This design comes from an exercise in tuning for small area, a short achievable clock period and few clock cycles per item on the open sky130 flow, not from production work.
Where RTL was checked, it was by simulation tests only, not by an equivalence proof against the original.

// matrixTpu
module matrixTpu (
    input  logic         clk,
    input  logic         rst,
    input  logic [13:0]  wrReq,     
    input  logic         start,
    output logic         busy,
    output logic [70:0]  result,    
    output logic         done
);
Settings: LEC_CHECK=0, ABC_CLOCK_PERIOD_IN_PS=2200, CAP_MARGIN=20, CORE_MARGIN=2, CORE_UTILIZATION=40, CTS_CLUSTER_DIAMETER=100, CTS_CLUSTER_SIZE=30, SETUP_SLACK_MARGIN=3.2, SLEW_MARGIN=20; clock period 5.5 ns.
run.sh (not shown) runs the stock make flow with config.mk's settings and CLKGATE_MAP_FILE= SYNTH_SCRIPT=/design/flow/synth_recipe.tcl, a recipe that flattens the netlist after the stock synthesis.
Edit:
--- a/flow/design.v
+++ b/flow/design.v
@@ -146,23 +146,21 @@
         if (aAcc) aMem[wrAddr] <= wrData[6:0];
     end
     logic [3:0] vld;        
     logic [3:0] pend;       
     logic       bldG;       
     logic [1:0] curR, nxtK;
     logic [1:0] ptr;        
     logic [1:0] rk;         
     logic       inj, injRep;
     logic [1:0] injRow, injK;
-    logic       repOk;
-    logic [6:0] repA;
-    assign injRep = bsy && repOk && !vld[ptr] && !pend[ptr];
+    assign injRep = bsy && !vld[ptr] && !pend[ptr];
     assign inj    = aAcc || injRep;
     assign injRow = bsy ? ptr : wrAddr[3:2];
     assign injK   = bsy ? rk  : wrAddr[1:0];
     logic        r0v;
     logic [1:0]  r0r, r0k;
     logic [3:0]  r0one, r0two;    
     logic [2:0]  r0neg;
     logic [31:0] r0w;
     logic        p1v;
     logic [1:0]  p1r, p1k;
@@ -183,29 +181,23 @@
             used[t] = 1'b0;
             for (int r = 0; r < 4; r++) begin
                 if (vld[r] && hold[r] == t) used[t] = 1'b1;
             end
         end
     end
     assign freeS = !used[0] ? 2'd0 : !used[1] ? 2'd1 : 2'd2;
     assign copy  = wHeld && !(&used);
     always_ff @(posedge clk) begin
         if (copy) hold[wRow] <= freeS;
-        if (cmpl) hold[p1r] <= InWork;
-    end
-    always_ff @(posedge clk or posedge rst) begin
-        if (rst) begin
-            wRow  <= '0;
-            repOk <= 1'b0;
-        end else begin
-            if (cmpl) wRow <= p1r;
-            repOk <= bsy;
+        if (cmpl) begin
+            hold[p1r] <= InWork;
+            wRow      <= p1r;
         end
     end
     always_ff @(posedge clk or posedge rst) begin
         if (rst) begin
             vld  <= '0;
             pend <= '0;
             bldG <= 1'b0;
             curR <= '0;
             nxtK <= '0;
             r0v  <= 1'b0;
@@ -244,27 +236,21 @@
                 vld  <= '0;
                 pend <= '0;
                 bldG <= 1'b0;
             end
         end
     end
     logic [6:0] injA;
     logic [7:0] ax;
     logic [3:0] dOne, dTwo;
     logic [2:0] dNeg;
-    logic [1:0] ptrB, rkN;
-    assign ptrB = (bsy && vld[ptr]) ? ptr + 2'd1 : ptr;    
-    assign rkN  = injRep ? rk + 2'd1 : rk;
-    always_ff @(posedge clk) begin
-        repA <= aMem[{ptrB, rkN}];
-    end
-    assign injA = bsy ? repA : wrData[6:0];
+    assign injA = bsy ? aMem[{ptr, rk}] : wrData[6:0];
     assign ax   = {1'b0, injA};
     always_comb begin
         for (int i = 0; i < 4; i++) begin
             logic b2, b1, b0;
             b2 = ax[2*i+1];
             b1 = ax[2*i];
             b0 = (i == 0) ? 1'b0 : ax[2*i-1];
             dOne[i] = b1 ^ b0;
             dTwo[i] = (b2 & !b1 & !b0) | (!b2 & b1 & b0);
             if (i < 3) dNeg[i] = b2;
=> The changed run ran to the end with no violations; cell area fell by 2.7%; non-clock buffer count drops by 3; utilization decreases by 0.12 points; sequential share of layout area grows by 1.0 points; clock-buffer cell count rises by 2; sequential cell count is lower by 6; via count decreases by 9.2%; final cell count drops by 4.3%; setup slack is better by 68 ps.
Testbench counts after the change, summed over its fixed seeds: cycles 2,944, jobs 128.
No functional check of the RTL was part of the first run of this note.

* * *

Setup of rev 12:
Another version of the RTL of matrixTpu (not shown whole).
Size in the first run: about 720 flip-flops, about 90 I/O pins.
Settings: LEC_CHECK=0, ABC_AREA=1, ABC_CLOCK_PERIOD_IN_PS=2200, CAP_MARGIN=20, CORE_MARGIN=2, CORE_UTILIZATION=40, CTS_CLUSTER_DIAMETER=100, CTS_CLUSTER_SIZE=30, SETUP_SLACK_MARGIN=3.3, SLEW_MARGIN=20; clock period 5.5 ns.
What rev 13 does differently from rev 12 at the input level:
--- a/flow/design.v
+++ b/flow/design.v
@@ -179,50 +179,50 @@
             emit = startAcc && hv[HOut] && !wAcc && !(aAcc && wrAddr[3:2] == hr[HOut]);
         end else begin
             case (phase)
                 2'd1:    src = HA;
                 2'd2:    src = HB;
                 default: src = HWork;
             endcase
             emit    = hv[src];
             load    = hv[src];
             emitRow = hr[src];
         end
     end
-    assign last = (em | (4'd1 << emitRow)) == 4'hf;
+    logic [1:0] nEm;                
+    assign last = nEm == 2'd3;
     logic [1:0] rk;                 
     logic       repOk, repNeed, injRep;
     logic [1:0] repRow, repRowD;
     logic [6:0] repA;
     always_comb begin
         repNeed = 1'b0;
         repRow  = '0;
         for (int r = 3; r >= 0; r--) begin
             if (!em[r]) begin
                 repNeed = 1'b1;
                 repRow  = r[1:0];
             end
         end
     end
+    logic       injRepD;
     assign injRep = bsy && phase == 2'd3 && !hv[HWork] && !(|pend) && repNeed
-                    && repOk && repRow == repRowD;
+                    && repOk && repRow == repRowD && !injRepD;
     logic       inj;
     logic [1:0] injRow, injK;
     assign inj    = aAcc || injRep;
     assign injRow = bsy ? repRow : wrAddr[3:2];
     assign injK   = bsy ? rk     : wrAddr[1:0];
-    logic [1:0] rkN;
-    assign rkN = injRep ? rk + 2'd1 : rk;
     always_ff @(posedge clk) begin
-        repA <= aMem[{repRow, rkN}];
+        repA <= aMem[{repRow, rk}];
     end
     logic [1:0] hrNext [0:3];
     always_comb begin
         for (int h = 0; h < 4; h++) hrNext[h] = hr[h];
         if (copy) hrNext[copyTo] = hr[HWork];
         if (load) hrNext[HOut] = hr[src];
         if (cmpl) hrNext[HWork] = p1r;
     end
     always_ff @(posedge clk) begin
         if (copy) hr[copyTo] <= hr[HWork];
         if (load) hr[HOut] <= hr[src];
         if (cmpl) hr[HWork] <= p1r;
@@ -230,29 +230,31 @@
     always_ff @(posedge clk or posedge rst) begin
         if (rst) begin
             hv      <= '0;
             pend    <= '0;
             bldG    <= 1'b0;
             curR    <= '0;
             nxtK    <= '0;
             r0v     <= 1'b0;
             p1v     <= 1'b0;
             rk      <= '0;
             repOk   <= 1'b0;
             repRowD <= '0;
+            injRepD <= 1'b0;
         end else begin
             r0v     <= inj;
             p1v     <= r0v;
             repOk   <= bsy;
             repRowD <= repRow;
+            injRepD <= injRep;
             if (injRep) rk <= rk + 2'd1;
             if (p1v) hv[HWork] <= 1'b0;
             if (copy) begin
                 hv[copyTo] <= 1'b1;
                 hv[HWork]  <= 1'b0;
             end
             if (load) begin
                 hv[HOut] <= 1'b1;
                 hv[src]  <= 1'b0;
             end
             if (cmpl) begin
                 pend[p1r] <= 1'b0;
@@ -366,34 +368,36 @@
     end
     always_ff @(posedge clk) begin
         if (copy && copyTo == HA) slotA <= fin;
         if (copy && copyTo == HB) slotB <= fin;
     end
     logic        outValid, doneR;
     logic [1:0]  outRow;
     logic [63:0] outData;
     always_ff @(posedge clk or posedge rst) begin
         if (rst) begin
             bsy      <= 1'b0;
             em       <= '0;
+            nEm      <= '0;
             phase    <= '0;
             outValid <= 1'b0;
             outRow   <= '0;
             doneR    <= 1'b0;
         end else begin
             outValid <= emit;
             doneR    <= emit && last;
             if (emit) begin
                 outRow      <= emitRow;
                 em[emitRow] <= 1'b1;
+                nEm         <= nEm + 2'd1;
             end
             if (bsy && phase != 2'd3) phase <= phase + 2'd1;
             if (startAcc) begin
                 bsy   <= 1'b1;
                 phase <= 2'd1;
             end
             if (emit && last) begin
                 bsy   <= 1'b0;
                 em    <= '0;
                 phase <= 2'd0;
             end
         end
## What came out
The leading cell type in the layout, fill and taps excluded comes out sky130_fd_sc_hd__nand2_1 in one run and sky130_fd_sc_hd__edfxtp_1 in the other, namely in rev 13 and rev 12 respectively. Between rev 12 and rev 13, final-layout clock-cell area share increased. Worst hold margin: lower on rev 13. Rev 13 ended with less detailed-route wire length than rev 12. Run comparison: rev 13 slowest library cell on the worst path sky130_fd_sc_hd__fa_1; rev 12 slowest library cell on the worst path sky130_fd_sc_hd__dfrtp_2. Compared with rev 12, rev 13 instantiates a smaller number of standard cells. Summary of rev 13 over rev 12: remaining max-slew budget at the tightest pin now larger; clock-pin transition on the worst setup and hold timing paths ~0 delta.
Testbench counts of rev 13, summed over its fixed seeds: cycles 2,944, jobs 128.
For rev 12, only the layout was checked, not whether the RTL still works.

static timing again, ports no longer ideal:
Ports are ideal in the flow. The routed layouts listed here were re-timed in OpenROAD. Step 1, drivers: a clkbuf_16 drives clk and a buf_2 each remaining input, both assumed. Step 2 also shifts input and output timing later by t, the mid clock arrival at the registers, as if the neighbouring blocks saw the same clock. Three values: ideal, step 1, step 2; two values: the first two.
| run | t, ns | slack for setup (ns) | worst data-port slew with drivers (ns) |
|---|---|---|---|
| the first run of note 1 | 0.711 | 2.943 / 2.943 / 2.515 | 0.06 |
| the second run of note 1 | 0.655 | 3.011 / 3.011 / 2.596 | 0.09 |
| rev 12 | 0.704 | 3.072 / 3.004 / 2.585 | 0.08 |
| rev 13 | 0.703 | 3.130 / 3.073 / 2.691 | 0.08 |
After both steps every run listed still meets setup and hold. For rev 12, which loses most, drivers alone change the setup slack by -0.068 ns; drivers and shift together by -0.487 ns.
